Context: an optimization exercise on an open-source flow, tuned for small area, a short achievable clock period and few clock cycles per item. The choices shown serve that exercise and are no tape-out recipe. At most, simulation tests tie the RTL to the original design; equivalence was not proved. No activity file was given, so power comes from the tool's default toggle rates.

==> job 2759: inputs <==
==> flow/design.v (excerpt) <==
module div_top
(
  input  logic        CLK,
  input  logic        RST_N,
  input  logic        in_valid,
  output logic        in_ready,
  input  logic [31:0] in_a,
  input  logic [31:0] in_b,
  input  logic [1:0]  in_op,
  output logic        r_valid,
  input  logic        r_ready,
  output logic [31:0] r_data
);
  logic        recirc;
  logic [31:0] result;
  logic        s0_valid;
  logic        s0_done;
  logic [31:0] s0_dq;
  logic [31:0] s0_divisor;
  logic        s0_neg;
  logic        s0_take_rem;
  logic        s1_valid;
  logic        s1_done;
  logic [1:0] s1_rem;
  logic [31:0] s1_dq;
  logic [31:0] s1_divisor;
  logic        s1_neg;
  logic        s1_take_rem;
  logic        s2_valid;
  logic        s2_done;
  logic [3:0] s2_rem;
  logic [31:0] s2_dq;
  logic [31:0] s2_divisor;
  logic        s2_neg;
  logic        s2_take_rem;
  logic        s3_valid;
  logic        s3_done;
  logic [4:0] s3_rem;
  logic [31:0] s3_dq;
  logic [31:0] s3_divisor;
  logic        s3_neg;
  logic        s3_take_rem;
  logic        s4_valid;
  logic        s4_done;
  logic [5:0] s4_rem;
  logic [31:0] s4_dq;
  logic [31:0] s4_divisor;
  logic        s4_neg;
  logic        s4_take_rem;
  logic        s5_valid;
  logic        s5_done;
  logic [6:0] s5_rem;
  logic [31:0] s5_dq;
  logic [31:0] s5_divisor;
  logic        s5_neg;
  logic        s5_take_rem;
  logic        s6_valid;
  logic        s6_done;
  logic [7:0] s6_rem;
  logic [31:0] s6_dq;
  logic [31:0] s6_divisor;
  logic        s6_neg;
  logic        s6_take_rem;
  logic        s7_valid;
  logic        s7_done;
  logic [8:0] s7_rem;
  logic [31:0] s7_dq;
  logic [31:0] s7_divisor;
  logic        s7_neg;
  logic        s7_take_rem;
  logic        s8_valid;
  logic        s8_done;
  logic [9:0] s8_rem;
  logic [31:0] s8_dq;
  logic [31:0] s8_divisor;
  logic        s8_neg;
  logic        s8_take_rem;
  ...
==> module div_step_stage, before the edit <==
module div_step_stage
#(
  parameter int J0 = 0,
  parameter int K  = 2,
  parameter int SEL = 0,
  parameter int RI = (J0 < 1) ? 1 : J0,
  parameter int RO = (SEL != 0) ? 32 : J0 + K
)
(
  input  logic          CLK,
  input  logic          RST_N,
  input  logic          prev_valid,
  input  logic          prev_done,
  input  logic [RI-1:0] prev_rem,
  input  logic [31:0]   prev_dq,
  input  logic [31:0]   prev_divisor,
  input  logic          prev_neg,
  input  logic          prev_take_rem,
  output logic          next_valid,
  output logic          next_done,
  output logic [RO-1:0] next_rem,
  output logic [31:0]   next_dq,
  output logic [31:0]   next_divisor,
  output logic          next_neg,
  output logic          next_take_rem
);
  logic [31:0] rem [0:K];
  logic [31:0] dq  [0:K];
  assign rem[0] = (J0 == 0) ? 32'd0 : {{(32 - RI){1'b0}}, prev_rem};
  assign dq[0]  = prev_dq;
  for (genvar i = 0; i < K; i++) begin : g_step
    localparam int W = J0 + i + 1;
    logic [W-1:0] t;
    logic [W-1:0] d;
    logic         borrow;
    logic         hi_nz;
    logic         ge;
    if (W == 1) begin : g_t1
      assign t = dq[i][31];
    end else begin : g_tn
      assign t = {rem[i][W-2:0], dq[i][31]};
    end
    if (W < 32) begin : g_hi
      assign hi_nz = |prev_divisor[31:W];
    end else begin : g_nohi
      assign hi_nz = 1'b0;
    end
    assign {borrow, d} = {1'b0, t} - {1'b0, prev_divisor[W-1:0]};
    assign ge = !hi_nz && !borrow;
    if (W < 32) begin : g_rw
      assign rem[i+1] = {{(32 - W){1'b0}}, ge ? d : t};
    end else begin : g_rf
      assign rem[i+1] = ge ? d : t;
    end
    assign dq[i+1] = {dq[i][30:0], ge};
  end
  always_ff @(posedge CLK) begin
    if (!RST_N) begin
      next_valid <= 1'b0;
    end else begin
      next_valid <= prev_valid;
    end
  end
  if (SEL) begin : g_sel
    always_ff @(posedge CLK) begin
      next_rem <= prev_take_rem ? rem[K] : dq[K];
    end
    assign next_dq = '0;
  end else begin : g_nosel
    always_ff @(posedge CLK) begin
      next_rem <= rem[K][RO-1:0];
      next_dq  <= dq[K];
    end
  end
  always_ff @(posedge CLK) begin
    next_done     <= prev_done;
    next_divisor  <= prev_divisor;
    next_neg      <= prev_neg;
    next_take_rem <= prev_take_rem;
  end
endmodule
clock: 7.0 ns
lec_check: 0
cap_margin: 20
core_margin: 2
core_utilization: 55
cts_cluster_diameter: 100
cts_cluster_size: 32
setup_slack_margin: 3.4
slew_margin: 20
run.sh (not shown) runs the stock make flow with config.mk's settings and CLKGATE_MAP_FILE= SYNTH_SCRIPT=/design/flow/synth_recipe.tcl, a recipe that flattens the netlist after the stock synthesis.
==> inputs of job 674, as changes to job 2759 <==
--- a/flow/design.v
+++ b/flow/design.v
@@ -98,5 +98,4 @@
     logic [W-1:0] t;
     logic [W-1:0] d;
-    logic         borrow;
     logic         hi_nz;
     logic         ge;
@@ -111,6 +110,6 @@
       assign hi_nz = 1'b0;
     end
-    assign {borrow, d} = {1'b0, t} - {1'b0, prev_divisor[W-1:0]};
-    assign ge = !hi_nz && !borrow;
+    assign d  = t - prev_divisor[W-1:0];
+    assign ge = !hi_nz && (t >= prev_divisor[W-1:0]);
     if (W < 32) begin : g_rw
       assign rem[i+1] = {{(32 - W){1'b0}}, ge ? d : t};
--- a/flow/config.mk
+++ b/flow/config.mk
@@ -8,5 +8,5 @@
 export CAP_MARGIN = 20
 export CORE_MARGIN = 2
-export CORE_UTILIZATION = 55
+export CORE_UTILIZATION = 40
 export CTS_CLUSTER_DIAMETER = 100
 export CTS_CLUSTER_SIZE = 32
==> notes <==
Job 2759 finished with timing, DRC and antenna clean. Job 674 reached the layout checks and failed them: max-capacitance violations, max-slew violations.
Final cell count: job 2759 is lower than job 674 (7.3%).
In job 674 the first-iteration DRC count is higher than in job 2759, by about 2%.
Of job 2759 and job 674, job 674 has the higher wire length (gap 5.2%, measured against job 674).
Against job 674, the synthesized cell count of job 2759 is smaller by 0.24%.
Sequential power is about the same in job 2759 and job 674.
==> figures <==
| quantity | job 2759 | job 674 |
|---|---|---|
| Finished Core Util | 59.8% | 44.1% |
| Result of the run | no timing/DRC/antenna violations | finished with violations |
| Violated checks | - | max-capacitance violations, max-slew violations |
| Placed cell area | 92100 um^2 | 93100 um^2 |
| Met1 usage in global routing | 26.6% | 20.8% |
| Post-placement setup slack | 2.44 ns | 2.32 ns |
| Placement Rows | 147 | 172 |
| Effective utilization at floorplan | 55.3% | 40.3% |
| Hold Startpoint | u_stage5.next_dq[6] | u_stage14.next_dq[17] |
| Adder and majority gate portion of the synthesized area | 8.19% | 8.23% |
| Routed Wire Length | 170000 um | 179000 um |
| Overall die height | 406 um | 475 um |
| Maximum cell stage delay along the critical path | 0.45 ns | 0.42 ns |
Testbench counts of job 2759, summed over its fixed seeds: cycles 9,856, items 9,600.
No functional check of the RTL was part of job 674.

* * *

==> run B <==
Another version of the RTL of div_top (not shown whole).
clock: 7.0 ns
lec_check: 0
cap_margin: 5
core_margin: 2
core_utilization: 40
cts_cluster_diameter: 100
cts_cluster_size: 32
setup_slack_margin: 3.6
slew_margin: 5
==> inputs of run Z, as changes to run B <==
--- a/flow/design.v
+++ b/flow/design.v
@@ -19,15 +19,15 @@
   input  logic        in_ready,
   input  logic [31:0] in_a,
   input  logic [31:0] in_b,
   input  logic [1:0]  in_op,
   input  logic        recirc,
   input  logic [31:0] recirc_data,
   output logic        slot_valid,
-  output logic [1:0]  slot_rem,
+  output logic [0:0]  slot_rem,
   output logic [31:0] slot_dq,
   output logic [31:0] slot_divisor,
   output logic        slot_neg,
   output logic        slot_take_rem
 );
   logic        is_signed;
   logic        a_neg;
@@ -35,52 +35,38 @@
   logic        b_zero;
   logic [31:0] a_mag;
   logic [31:0] b_mag;
   logic        neg_d;
   logic        t0;
   logic        b_small;
   logic        ge0;
-  logic        r0;
-  logic        a30;
-  logic [1:0]  b_low;
-  logic        b_hi;
-  logic [1:0]  t1;
-  logic        ge1;
-  logic [1:0]  r1;
   always_comb begin
     is_signed = !in_op[0];
     a_neg     = is_signed & in_a[31];
     b_neg     = is_signed & in_b[31];
     b_zero    = (in_b == '0);
     a_mag = a_neg ? ('0 - in_a) : in_a;
     b_mag = b_neg ? ('0 - in_b) : in_b;
     neg_d = in_op[1] ? a_neg : ((a_neg ^ b_neg) & !b_zero);
     t0      = is_signed ? (in_a == 32'h8000_0000) : in_a[31];
     b_small = b_zero || (in_b == 32'd1) || (is_signed && (in_b == 32'hFFFF_FFFF));
     ge0     = b_small && (t0 || !in_b[0]);
-    r0      = t0 & !(ge0 & in_b[0]);
-    a30     = in_a[30] ^ (a_neg & (|in_a[29:0]));
-    b_low   = {in_b[1] ^ (b_neg & in_b[0]), in_b[0]};
-    b_hi    = b_neg ? !((&in_b[31:2]) & (|in_b[1:0])) : (|in_b[31:2]);
-    t1      = {r0, a30};
-    ge1     = !b_hi && (t1 >= b_low);
-    r1      = ge1 ? (t1 - b_low) : t1;
   end
   always_ff @(posedge CLK) begin
     if (!RST_N) begin
       slot_valid <= 1'b0;
       slot_neg   <= 1'b0;
     end else begin
       slot_valid <= in_valid & in_ready;
       slot_neg   <= recirc | (in_valid & in_ready & neg_d);
     end
   end
   always_ff @(posedge CLK) begin
-    slot_rem      <= r1;
-    slot_dq       <= {a_mag[29:0], ge0, ge1};
+    slot_rem      <= t0 & !(ge0 & in_b[0]);
+    slot_dq       <= {a_mag[30:0], ge0};
     slot_divisor  <= recirc ? recirc_data : b_mag;
     slot_take_rem <= in_op[1];
   end
 endmodule
 `default_nettype wire
 `timescale 1ns/1ps
 `default_nettype none
@@ -250,187 +236,181 @@
   output logic        r_valid,
   input  logic        r_ready,
   output logic [31:0] r_data
 );
   logic        recirc;
   logic [31:0] result;
   logic        s0_valid;
-  logic [1:0] s0_rem;
+  logic [0:0] s0_rem;
   logic [31:0] s0_dq;
   logic [31:0] s0_divisor;
   logic        s0_neg;
   logic        s0_take_rem;
   logic        s1_valid;
-  logic [3:0] s1_rem;
+  logic [2:0] s1_rem;
   logic [31:0] s1_dq;
   logic [31:0] s1_divisor;
   logic        s1_neg;
   logic        s1_take_rem;
   logic        s2_valid;
-  logic [5:0] s2_rem;
+  logic [4:0] s2_rem;
   logic [31:0] s2_dq;
   logic [31:0] s2_divisor;
   logic        s2_neg;
   logic        s2_take_rem;
   logic        s3_valid;
   logic [6:0] s3_rem;
   logic [31:0] s3_dq;
   logic [31:0] s3_divisor;
   logic        s3_neg;
   logic        s3_take_rem;
   logic        s4_valid;
-  logic [7:0] s4_rem;
+  logic [8:0] s4_rem;
   logic [31:0] s4_dq;
   logic [31:0] s4_divisor;
   logic        s4_neg;
   logic        s4_take_rem;
   logic        s5_valid;
-  logic [8:0] s5_rem;
+  logic [9:0] s5_rem;
   logic [31:0] s5_dq;
   logic [31:0] s5_divisor;
   logic        s5_neg;
   logic        s5_take_rem;
   logic        s6_valid;
-  logic [9:0] s6_rem;
+  logic [10:0] s6_rem;
   logic [31:0] s6_dq;
   logic [31:0] s6_divisor;
   logic        s6_neg;
   logic        s6_take_rem;
   logic        s7_valid;
-  logic [10:0] s7_rem;
+  logic [11:0] s7_rem;
   logic [31:0] s7_dq;
   logic [31:0] s7_divisor;
   logic        s7_neg;
   logic        s7_take_rem;
   logic        s8_valid;
-  logic [11:0] s8_rem;
+  logic [12:0] s8_rem;
   logic [31:0] s8_dq;
   logic [31:0] s8_divisor;
   logic        s8_neg;
   logic        s8_take_rem;
   logic        s9_valid;
-  logic [12:0] s9_rem;
+  logic [13:0] s9_rem;
   logic [31:0] s9_dq;
   logic [31:0] s9_divisor;
   logic        s9_neg;
   logic        s9_take_rem;
   logic        s10_valid;
-  logic [13:0] s10_rem;
+  logic [14:0] s10_rem;
   logic [31:0] s10_dq;
   logic [31:0] s10_divisor;
   logic        s10_neg;
   logic        s10_take_rem;
   logic        s11_valid;
-  logic [14:0] s11_rem;
+  logic [15:0] s11_rem;
   logic [31:0] s11_dq;
   logic [31:0] s11_divisor;
   logic        s11_neg;
   logic        s11_take_rem;
   logic        s12_valid;
-  logic [15:0] s12_rem;
+  logic [16:0] s12_rem;
   logic [31:0] s12_dq;
   logic [31:0] s12_divisor;
   logic        s12_neg;
   logic        s12_take_rem;
   logic        s13_valid;
-  logic [16:0] s13_rem;
+  logic [17:0] s13_rem;
   logic [31:0] s13_dq;
   logic [31:0] s13_divisor;
   logic        s13_neg;
   logic        s13_take_rem;
   logic        s14_valid;
-  logic [17:0] s14_rem;
+  logic [18:0] s14_rem;
   logic [31:0] s14_dq;
   logic [31:0] s14_divisor;
   logic        s14_neg;
   logic        s14_take_rem;
   logic        s15_valid;
-  logic [18:0] s15_rem;
+  logic [19:0] s15_rem;
   logic [31:0] s15_dq;
   logic [31:0] s15_divisor;
   logic        s15_neg;
   logic        s15_take_rem;
   logic        s16_valid;
-  logic [19:0] s16_rem;
+  logic [20:0] s16_rem;
   logic [31:0] s16_dq;
   logic [31:0] s16_divisor;
   logic        s16_neg;
   logic        s16_take_rem;
   logic        s17_valid;
-  logic [20:0] s17_rem;
+  logic [21:0] s17_rem;
   logic [31:0] s17_dq;
   logic [31:0] s17_divisor;
   logic        s17_neg;
   logic        s17_take_rem;
   logic        s18_valid;
-  logic [21:0] s18_rem;
+  logic [22:0] s18_rem;
   logic [31:0] s18_dq;
   logic [31:0] s18_divisor;
   logic        s18_neg;
   logic        s18_take_rem;
   logic        s19_valid;
-  logic [22:0] s19_rem;
+  logic [23:0] s19_rem;
   logic [31:0] s19_dq;
   logic [31:0] s19_divisor;
   logic        s19_neg;
   logic        s19_take_rem;
   logic        s20_valid;
-  logic [23:0] s20_rem;
+  logic [24:0] s20_rem;
   logic [31:0] s20_dq;
   logic [31:0] s20_divisor;
   logic        s20_neg;
   logic        s20_take_rem;
   logic        s21_valid;
-  logic [24:0] s21_rem;
+  logic [25:0] s21_rem;
   logic [31:0] s21_dq;
   logic [31:0] s21_divisor;
   logic        s21_neg;
   logic        s21_take_rem;
   logic        s22_valid;
-  logic [25:0] s22_rem;
+  logic [26:0] s22_rem;
   logic [31:0] s22_dq;
   logic [31:0] s22_divisor;
   logic        s22_neg;
   logic        s22_take_rem;
   logic        s23_valid;
-  logic [26:0] s23_rem;
+  logic [27:0] s23_rem;
   logic [31:0] s23_dq;
   logic [31:0] s23_divisor;
   logic        s23_neg;
   logic        s23_take_rem;
   logic        s24_valid;
-  logic [27:0] s24_rem;
+  logic [28:0] s24_rem;
   logic [31:0] s24_dq;
   logic [31:0] s24_divisor;
   logic        s24_neg;
   logic        s24_take_rem;
   logic        s25_valid;
-  logic [28:0] s25_rem;
+  logic [29:0] s25_rem;
   logic [31:0] s25_dq;
   logic [31:0] s25_divisor;
   logic        s25_neg;
   logic        s25_take_rem;
   logic        s26_valid;
-  logic [29:0] s26_rem;
+  logic [30:0] s26_rem;
   logic [31:0] s26_dq;
   logic [31:0] s26_divisor;
   logic        s26_neg;
   logic        s26_take_rem;
   logic        s27_valid;
-  logic [30:0] s27_rem;
+  logic [31:0] s27_rem;
   logic [31:0] s27_dq;
   logic [31:0] s27_divisor;
   logic        s27_neg;
   logic        s27_take_rem;
-  logic        s28_valid;
-  logic [31:0] s28_rem;
-  logic [31:0] s28_dq;
-  logic [31:0] s28_divisor;
-  logic        s28_neg;
-  logic        s28_take_rem;
   div_operand_prep u_operand_prep (
     .CLK           (CLK),
     .RST_N         (RST_N),
     .in_valid      (in_valid),
     .in_ready      (in_ready),
     .in_a          (in_a),
     .in_b          (in_b),
@@ -440,15 +420,15 @@
     .slot_valid    (s0_valid),
     .slot_rem      (s0_rem),
     .slot_dq       (s0_dq),
     .slot_divisor  (s0_divisor),
     .slot_neg      (s0_neg),
     .slot_take_rem (s0_take_rem)
   );
-  div_step_stage #(.J0(2), .K(2), .SEL(0)) u_stage0 (
+  div_step_stage #(.J0(1), .K(2), .SEL(0)) u_stage0 (
     .CLK           (CLK),
     .RST_N         (RST_N),
     .prev_valid    (s0_valid),
     .prev_rem      (s0_rem),
     .prev_dq       (s0_dq),
     .prev_divisor  (s0_divisor),
     .prev_neg      (s0_neg),
@@ -456,15 +436,15 @@
     .next_valid    (s1_valid),
     .next_rem      (s1_rem),
     .next_dq       (s1_dq),
     .next_divisor  (s1_divisor),
     .next_neg      (s1_neg),
     .next_take_rem (s1_take_rem)
   );
-  div_step_stage #(.J0(4), .K(2), .SEL(0)) u_stage1 (
+  div_step_stage #(.J0(3), .K(2), .SEL(0)) u_stage1 (
     .CLK           (CLK),
     .RST_N         (RST_N),
     .prev_valid    (s1_valid),
     .prev_rem      (s1_rem),
     .prev_dq       (s1_dq),
     .prev_divisor  (s1_divisor),
     .prev_neg      (s1_neg),
@@ -472,15 +452,15 @@
     .next_valid    (s2_valid),
     .next_rem      (s2_rem),
     .next_dq       (s2_dq),
     .next_divisor  (s2_divisor),
     .next_neg      (s2_neg),
     .next_take_rem (s2_take_rem)
   );
-  div_step_stage #(.J0(6), .K(1), .SEL(0)) u_stage2 (
+  div_step_stage #(.J0(5), .K(2), .SEL(0)) u_stage2 (
     .CLK           (CLK),
     .RST_N         (RST_N),
     .prev_valid    (s2_valid),
     .prev_rem      (s2_rem),
     .prev_dq       (s2_dq),
     .prev_divisor  (s2_divisor),
     .prev_neg      (s2_neg),
@@ -488,15 +468,15 @@
     .next_valid    (s3_valid),
     .next_rem      (s3_rem),
     .next_dq       (s3_dq),
     .next_divisor  (s3_divisor),
     .next_neg      (s3_neg),
     .next_take_rem (s3_take_rem)
   );
-  div_step_stage #(.J0(7), .K(1), .SEL(0)) u_stage3 (
+  div_step_stage #(.J0(7), .K(2), .SEL(0)) u_stage3 (
     .CLK           (CLK),
     .RST_N         (RST_N),
     .prev_valid    (s3_valid),
     .prev_rem      (s3_rem),
     .prev_dq       (s3_dq),
     .prev_divisor  (s3_divisor),
     .prev_neg      (s3_neg),
@@ -504,15 +484,15 @@
     .next_valid    (s4_valid),
     .next_rem      (s4_rem),
     .next_dq       (s4_dq),
     .next_divisor  (s4_divisor),
     .next_neg      (s4_neg),
     .next_take_rem (s4_take_rem)
   );
-  div_step_stage #(.J0(8), .K(1), .SEL(0)) u_stage4 (
+  div_step_stage #(.J0(9), .K(1), .SEL(0)) u_stage4 (
     .CLK           (CLK),
     .RST_N         (RST_N),
     .prev_valid    (s4_valid),
     .prev_rem      (s4_rem),
     .prev_dq       (s4_dq),
     .prev_divisor  (s4_divisor),
     .prev_neg      (s4_neg),
@@ -520,15 +500,15 @@
     .next_valid    (s5_valid),
     .next_rem      (s5_rem),
     .next_dq       (s5_dq),
     .next_divisor  (s5_divisor),
     .next_neg      (s5_neg),
     .next_take_rem (s5_take_rem)
   );
-  div_step_stage #(.J0(9), .K(1), .SEL(0)) u_stage5 (
+  div_step_stage #(.J0(10), .K(1), .SEL(0)) u_stage5 (
     .CLK           (CLK),
     .RST_N         (RST_N),
     .prev_valid    (s5_valid),
     .prev_rem      (s5_rem),
     .prev_dq       (s5_dq),
     .prev_divisor  (s5_divisor),
     .prev_neg      (s5_neg),
@@ -536,15 +516,15 @@
     .next_valid    (s6_valid),
     .next_rem      (s6_rem),
     .next_dq       (s6_dq),
     .next_divisor  (s6_divisor),
     .next_neg      (s6_neg),
     .next_take_rem (s6_take_rem)
   );
-  div_step_stage #(.J0(10), .K(1), .SEL(0)) u_stage6 (
+  div_step_stage #(.J0(11), .K(1), .SEL(0)) u_stage6 (
     .CLK           (CLK),
     .RST_N         (RST_N),
     .prev_valid    (s6_valid),
     .prev_rem      (s6_rem),
     .prev_dq       (s6_dq),
     .prev_divisor  (s6_divisor),
     .prev_neg      (s6_neg),
@@ -552,15 +532,15 @@
     .next_valid    (s7_valid),
     .next_rem      (s7_rem),
     .next_dq       (s7_dq),
     .next_divisor  (s7_divisor),
     .next_neg      (s7_neg),
     .next_take_rem (s7_take_rem)
   );
-  div_step_stage #(.J0(11), .K(1), .SEL(0)) u_stage7 (
+  div_step_stage #(.J0(12), .K(1), .SEL(0)) u_stage7 (
     .CLK           (CLK),
     .RST_N         (RST_N),
     .prev_valid    (s7_valid),
     .prev_rem      (s7_rem),
     .prev_dq       (s7_dq),
     .prev_divisor  (s7_divisor),
     .prev_neg      (s7_neg),
@@ -568,15 +548,15 @@
     .next_valid    (s8_valid),
     .next_rem      (s8_rem),
     .next_dq       (s8_dq),
     .next_divisor  (s8_divisor),
     .next_neg      (s8_neg),
     .next_take_rem (s8_take_rem)
   );
-  div_step_stage #(.J0(12), .K(1), .SEL(0)) u_stage8 (
+  div_step_stage #(.J0(13), .K(1), .SEL(0)) u_stage8 (
     .CLK           (CLK),
     .RST_N         (RST_N),
     .prev_valid    (s8_valid),
     .prev_rem      (s8_rem),
     .prev_dq       (s8_dq),
     .prev_divisor  (s8_divisor),
     .prev_neg      (s8_neg),
@@ -584,15 +564,15 @@
     .next_valid    (s9_valid),
     .next_rem      (s9_rem),
     .next_dq       (s9_dq),
     .next_divisor  (s9_divisor),
     .next_neg      (s9_neg),
     .next_take_rem (s9_take_rem)
   );
-  div_step_stage #(.J0(13), .K(1), .SEL(0)) u_stage9 (
+  div_step_stage #(.J0(14), .K(1), .SEL(0)) u_stage9 (
     .CLK           (CLK),
     .RST_N         (RST_N),
     .prev_valid    (s9_valid),
     .prev_rem      (s9_rem),
     .prev_dq       (s9_dq),
     .prev_divisor  (s9_divisor),
     .prev_neg      (s9_neg),
@@ -600,15 +580,15 @@
     .next_valid    (s10_valid),
     .next_rem      (s10_rem),
     .next_dq       (s10_dq),
     .next_divisor  (s10_divisor),
     .next_neg      (s10_neg),
     .next_take_rem (s10_take_rem)
   );
-  div_step_stage #(.J0(14), .K(1), .SEL(0)) u_stage10 (
+  div_step_stage #(.J0(15), .K(1), .SEL(0)) u_stage10 (
     .CLK           (CLK),
     .RST_N         (RST_N),
     .prev_valid    (s10_valid),
     .prev_rem      (s10_rem),
     .prev_dq       (s10_dq),
     .prev_divisor  (s10_divisor),
     .prev_neg      (s10_neg),
@@ -616,15 +596,15 @@
     .next_valid    (s11_valid),
     .next_rem      (s11_rem),
     .next_dq       (s11_dq),
     .next_divisor  (s11_divisor),
     .next_neg      (s11_neg),
     .next_take_rem (s11_take_rem)
   );
-  div_step_stage #(.J0(15), .K(1), .SEL(0)) u_stage11 (
+  div_step_stage #(.J0(16), .K(1), .SEL(0)) u_stage11 (
     .CLK           (CLK),
     .RST_N         (RST_N),
     .prev_valid    (s11_valid),
     .prev_rem      (s11_rem),
     .prev_dq       (s11_dq),
     .prev_divisor  (s11_divisor),
     .prev_neg      (s11_neg),
@@ -632,15 +612,15 @@
     .next_valid    (s12_valid),
     .next_rem      (s12_rem),
     .next_dq       (s12_dq),
     .next_divisor  (s12_divisor),
     .next_neg      (s12_neg),
     .next_take_rem (s12_take_rem)
   );
-  div_step_stage #(.J0(16), .K(1), .SEL(0)) u_stage12 (
+  div_step_stage #(.J0(17), .K(1), .SEL(0)) u_stage12 (
     .CLK           (CLK),
     .RST_N         (RST_N),
     .prev_valid    (s12_valid),
     .prev_rem      (s12_rem),
     .prev_dq       (s12_dq),
     .prev_divisor  (s12_divisor),
     .prev_neg      (s12_neg),
@@ -648,15 +628,15 @@
     .next_valid    (s13_valid),
     .next_rem      (s13_rem),
     .next_dq       (s13_dq),
     .next_divisor  (s13_divisor),
     .next_neg      (s13_neg),
     .next_take_rem (s13_take_rem)
   );
-  div_step_stage #(.J0(17), .K(1), .SEL(0)) u_stage13 (
+  div_step_stage #(.J0(18), .K(1), .SEL(0)) u_stage13 (
     .CLK           (CLK),
     .RST_N         (RST_N),
     .prev_valid    (s13_valid),
     .prev_rem      (s13_rem),
     .prev_dq       (s13_dq),
     .prev_divisor  (s13_divisor),
     .prev_neg      (s13_neg),
@@ -664,15 +644,15 @@
     .next_valid    (s14_valid),
     .next_rem      (s14_rem),
     .next_dq       (s14_dq),
     .next_divisor  (s14_divisor),
     .next_neg      (s14_neg),
     .next_take_rem (s14_take_rem)
   );
-  div_step_stage #(.J0(18), .K(1), .SEL(0)) u_stage14 (
+  div_step_stage #(.J0(19), .K(1), .SEL(0)) u_stage14 (
     .CLK           (CLK),
     .RST_N         (RST_N),
     .prev_valid    (s14_valid),
     .prev_rem      (s14_rem),
     .prev_dq       (s14_dq),
     .prev_divisor  (s14_divisor),
     .prev_neg      (s14_neg),
@@ -680,15 +660,15 @@
     .next_valid    (s15_valid),
     .next_rem      (s15_rem),
     .next_dq       (s15_dq),
     .next_divisor  (s15_divisor),
     .next_neg      (s15_neg),
     .next_take_rem (s15_take_rem)
   );
-  div_step_stage #(.J0(19), .K(1), .SEL(0)) u_stage15 (
+  div_step_stage #(.J0(20), .K(1), .SEL(0)) u_stage15 (
     .CLK           (CLK),
     .RST_N         (RST_N),
     .prev_valid    (s15_valid),
     .prev_rem      (s15_rem),
     .prev_dq       (s15_dq),
     .prev_divisor  (s15_divisor),
     .prev_neg      (s15_neg),
@@ -696,15 +676,15 @@
     .next_valid    (s16_valid),
     .next_rem      (s16_rem),
     .next_dq       (s16_dq),
     .next_divisor  (s16_divisor),
     .next_neg      (s16_neg),
     .next_take_rem (s16_take_rem)
   );
-  div_step_stage #(.J0(20), .K(1), .SEL(0)) u_stage16 (
+  div_step_stage #(.J0(21), .K(1), .SEL(0)) u_stage16 (
     .CLK           (CLK),
     .RST_N         (RST_N),
     .prev_valid    (s16_valid),
     .prev_rem      (s16_rem),
     .prev_dq       (s16_dq),
     .prev_divisor  (s16_divisor),
     .prev_neg      (s16_neg),
@@ -712,15 +692,15 @@
     .next_valid    (s17_valid),
     .next_rem      (s17_rem),
     .next_dq       (s17_dq),
     .next_divisor  (s17_divisor),
     .next_neg      (s17_neg),
     .next_take_rem (s17_take_rem)
   );
-  div_step_stage #(.J0(21), .K(1), .SEL(0)) u_stage17 (
+  div_step_stage #(.J0(22), .K(1), .SEL(0)) u_stage17 (
     .CLK           (CLK),
     .RST_N         (RST_N),
     .prev_valid    (s17_valid),
     .prev_rem      (s17_rem),
     .prev_dq       (s17_dq),
     .prev_divisor  (s17_divisor),
     .prev_neg      (s17_neg),
@@ -728,15 +708,15 @@
     .next_valid    (s18_valid),
     .next_rem      (s18_rem),
     .next_dq       (s18_dq),
     .next_divisor  (s18_divisor),
     .next_neg      (s18_neg),
     .next_take_rem (s18_take_rem)
   );
-  div_step_stage #(.J0(22), .K(1), .SEL(0)) u_stage18 (
+  div_step_stage #(.J0(23), .K(1), .SEL(0)) u_stage18 (
     .CLK           (CLK),
     .RST_N         (RST_N),
     .prev_valid    (s18_valid),
     .prev_rem      (s18_rem),
     .prev_dq       (s18_dq),
     .prev_divisor  (s18_divisor),
     .prev_neg      (s18_neg),
@@ -744,15 +724,15 @@
     .next_valid    (s19_valid),
     .next_rem      (s19_rem),
     .next_dq       (s19_dq),
     .next_divisor  (s19_divisor),
     .next_neg      (s19_neg),
     .next_take_rem (s19_take_rem)
   );
-  div_step_stage #(.J0(23), .K(1), .SEL(0)) u_stage19 (
+  div_step_stage #(.J0(24), .K(1), .SEL(0)) u_stage19 (
     .CLK           (CLK),
     .RST_N         (RST_N),
     .prev_valid    (s19_valid),
     .prev_rem      (s19_rem),
     .prev_dq       (s19_dq),
     .prev_divisor  (s19_divisor),
     .prev_neg      (s19_neg),
@@ -760,15 +740,15 @@
     .next_valid    (s20_valid),
     .next_rem      (s20_rem),
     .next_dq       (s20_dq),
     .next_divisor  (s20_divisor),
     .next_neg      (s20_neg),
     .next_take_rem (s20_take_rem)
   );
-  div_step_stage #(.J0(24), .K(1), .SEL(0)) u_stage20 (
+  div_step_stage #(.J0(25), .K(1), .SEL(0)) u_stage20 (
     .CLK           (CLK),
     .RST_N         (RST_N),
     .prev_valid    (s20_valid),
     .prev_rem      (s20_rem),
     .prev_dq       (s20_dq),
     .prev_divisor  (s20_divisor),
     .prev_neg      (s20_neg),
@@ -776,15 +756,15 @@
     .next_valid    (s21_valid),
     .next_rem      (s21_rem),
     .next_dq       (s21_dq),
     .next_divisor  (s21_divisor),
     .next_neg      (s21_neg),
     .next_take_rem (s21_take_rem)
   );
-  div_step_stage #(.J0(25), .K(1), .SEL(0)) u_stage21 (
+  div_step_stage #(.J0(26), .K(1), .SEL(0)) u_stage21 (
     .CLK           (CLK),
     .RST_N         (RST_N),
     .prev_valid    (s21_valid),
     .prev_rem      (s21_rem),
     .prev_dq       (s21_dq),
     .prev_divisor  (s21_divisor),
     .prev_neg      (s21_neg),
@@ -792,15 +772,15 @@
     .next_valid    (s22_valid),
     .next_rem      (s22_rem),
     .next_dq       (s22_dq),
     .next_divisor  (s22_divisor),
     .next_neg      (s22_neg),
     .next_take_rem (s22_take_rem)
   );
-  div_step_stage #(.J0(26), .K(1), .SEL(0)) u_stage22 (
+  div_step_stage #(.J0(27), .K(1), .SEL(0)) u_stage22 (
     .CLK           (CLK),
     .RST_N         (RST_N),
     .prev_valid    (s22_valid),
     .prev_rem      (s22_rem),
     .prev_dq       (s22_dq),
     .prev_divisor  (s22_divisor),
     .prev_neg      (s22_neg),
@@ -808,15 +788,15 @@
     .next_valid    (s23_valid),
     .next_rem      (s23_rem),
     .next_dq       (s23_dq),
     .next_divisor  (s23_divisor),
     .next_neg      (s23_neg),
     .next_take_rem (s23_take_rem)
   );
-  div_step_stage #(.J0(27), .K(1), .SEL(0)) u_stage23 (
+  div_step_stage #(.J0(28), .K(1), .SEL(0)) u_stage23 (
     .CLK           (CLK),
     .RST_N         (RST_N),
     .prev_valid    (s23_valid),
     .prev_rem      (s23_rem),
     .prev_dq       (s23_dq),
     .prev_divisor  (s23_divisor),
     .prev_neg      (s23_neg),
@@ -824,15 +804,15 @@
     .next_valid    (s24_valid),
     .next_rem      (s24_rem),
     .next_dq       (s24_dq),
     .next_divisor  (s24_divisor),
     .next_neg      (s24_neg),
     .next_take_rem (s24_take_rem)
   );
-  div_step_stage #(.J0(28), .K(1), .SEL(0)) u_stage24 (
+  div_step_stage #(.J0(29), .K(1), .SEL(0)) u_stage24 (
     .CLK           (CLK),
     .RST_N         (RST_N),
     .prev_valid    (s24_valid),
     .prev_rem      (s24_rem),
     .prev_dq       (s24_dq),
     .prev_divisor  (s24_divisor),
     .prev_neg      (s24_neg),
@@ -840,15 +820,15 @@
     .next_valid    (s25_valid),
     .next_rem      (s25_rem),
     .next_dq       (s25_dq),
     .next_divisor  (s25_divisor),
     .next_neg      (s25_neg),
     .next_take_rem (s25_take_rem)
   );
-  div_step_stage #(.J0(29), .K(1), .SEL(0)) u_stage25 (
+  div_step_stage #(.J0(30), .K(1), .SEL(0)) u_stage25 (
     .CLK           (CLK),
     .RST_N         (RST_N),
     .prev_valid    (s25_valid),
     .prev_rem      (s25_rem),
     .prev_dq       (s25_dq),
     .prev_divisor  (s25_divisor),
     .prev_neg      (s25_neg),
@@ -856,15 +836,15 @@
     .next_valid    (s26_valid),
     .next_rem      (s26_rem),
     .next_dq       (s26_dq),
     .next_divisor  (s26_divisor),
     .next_neg      (s26_neg),
     .next_take_rem (s26_take_rem)
   );
-  div_step_stage #(.J0(30), .K(1), .SEL(0)) u_stage26 (
+  div_step_stage #(.J0(31), .K(1), .SEL(1)) u_stage26 (
     .CLK           (CLK),
     .RST_N         (RST_N),
     .prev_valid    (s26_valid),
     .prev_rem      (s26_rem),
     .prev_dq       (s26_dq),
     .prev_divisor  (s26_divisor),
     .prev_neg      (s26_neg),
@@ -872,39 +852,23 @@
     .next_valid    (s27_valid),
     .next_rem      (s27_rem),
     .next_dq       (s27_dq),
     .next_divisor  (s27_divisor),
     .next_neg      (s27_neg),
     .next_take_rem (s27_take_rem)
   );
-  div_step_stage #(.J0(31), .K(1), .SEL(1)) u_stage27 (
+  div_result_fixup #(.DEPTH(27), .LAPW(5)) u_result_fixup (
     .CLK           (CLK),
     .RST_N         (RST_N),
+    .r_ready       (r_ready),
+    .in_ready      (in_ready),
     .prev_valid    (s27_valid),
-    .prev_rem      (s27_rem),
-    .prev_dq       (s27_dq),
+    .prev_mag      (s27_rem),
     .prev_divisor  (s27_divisor),
     .prev_neg      (s27_neg),
-    .prev_take_rem (s27_take_rem),
-    .next_valid    (s28_valid),
-    .next_rem      (s28_rem),
-    .next_dq       (s28_dq),
-    .next_divisor  (s28_divisor),
-    .next_neg      (s28_neg),
-    .next_take_rem (s28_take_rem)
-  );
-  div_result_fixup #(.DEPTH(28), .LAPW(5)) u_result_fixup (
-    .CLK           (CLK),
-    .RST_N         (RST_N),
-    .r_ready       (r_ready),
-    .in_ready      (in_ready),
-    .prev_valid    (s28_valid),
-    .prev_mag      (s28_rem),
-    .prev_divisor  (s28_divisor),
-    .prev_neg      (s28_neg),
     .recirc        (recirc),
     .result        (result),
     .r_valid       (r_valid),
     .r_data        (r_data)
   );
 endmodule
 `default_nettype wire
==> inputs of run R, as changes to run B <==
- SETUP_SLACK_MARGIN: 3.6 -> 3.7
==> results.txt <==
- Run B went through all stages and came out clean. Run R ran to the end with no violations. Run Z finished with timing, DRC and antenna clean.
- First-iteration DRC count: run R > run B > run Z.
- Via count, highest first: run R, run B, run Z.
- The lowest critical path depth belongs to run B, the highest to run Z.
- In sequential power, run B and run R hardly differ.
- Against run R, the combinational power of run B is lower by about 7%.
- Final area: run R is higher than run B (about 1.3%).
- Wire length: run R > run B > run Z.
- Sequential share of layout area, highest first: run B, run R, run Z.
No run of this note included a check of the RTL's function; only the layout flow was run.

## port drivers added, routing unchanged
How much do the figures lean on ideal ports? The routed layouts below were timed once more, with nothing changed but the port constraints.
Step 1 assumes that a clkbuf_16 drives the clock port and a buf_2 every other input.
Step 2 moves the port delays by t, midway between the first and last clock arrival at a register: inputs arrive t later, outputs are due t later. That takes back most of the time a late clock gives input paths.
a / b / c = no drivers / after step 1 / after step 2; a / b = the first two.
run	shift t [ns]	setup slack, ns	worst setup path after step 2	cell pins on the clock port's net
job 2759	0.811	3.461 / 3.461 / 2.717	input to register	1
job 674	0.833	3.467 / 3.467 / 2.759	input to register	1
run B	0.847	2.720 / 2.776 / 1.930	input to register	1
run Z	0.821	2.631 / 2.631 / 2.631	register to register	1
run R	0.850	2.810 / 2.859 / 2.009	input to register	1
The setup slack of run R, which loses most, moves by +0.049 ns with the drivers and by -0.801 ns with both steps.
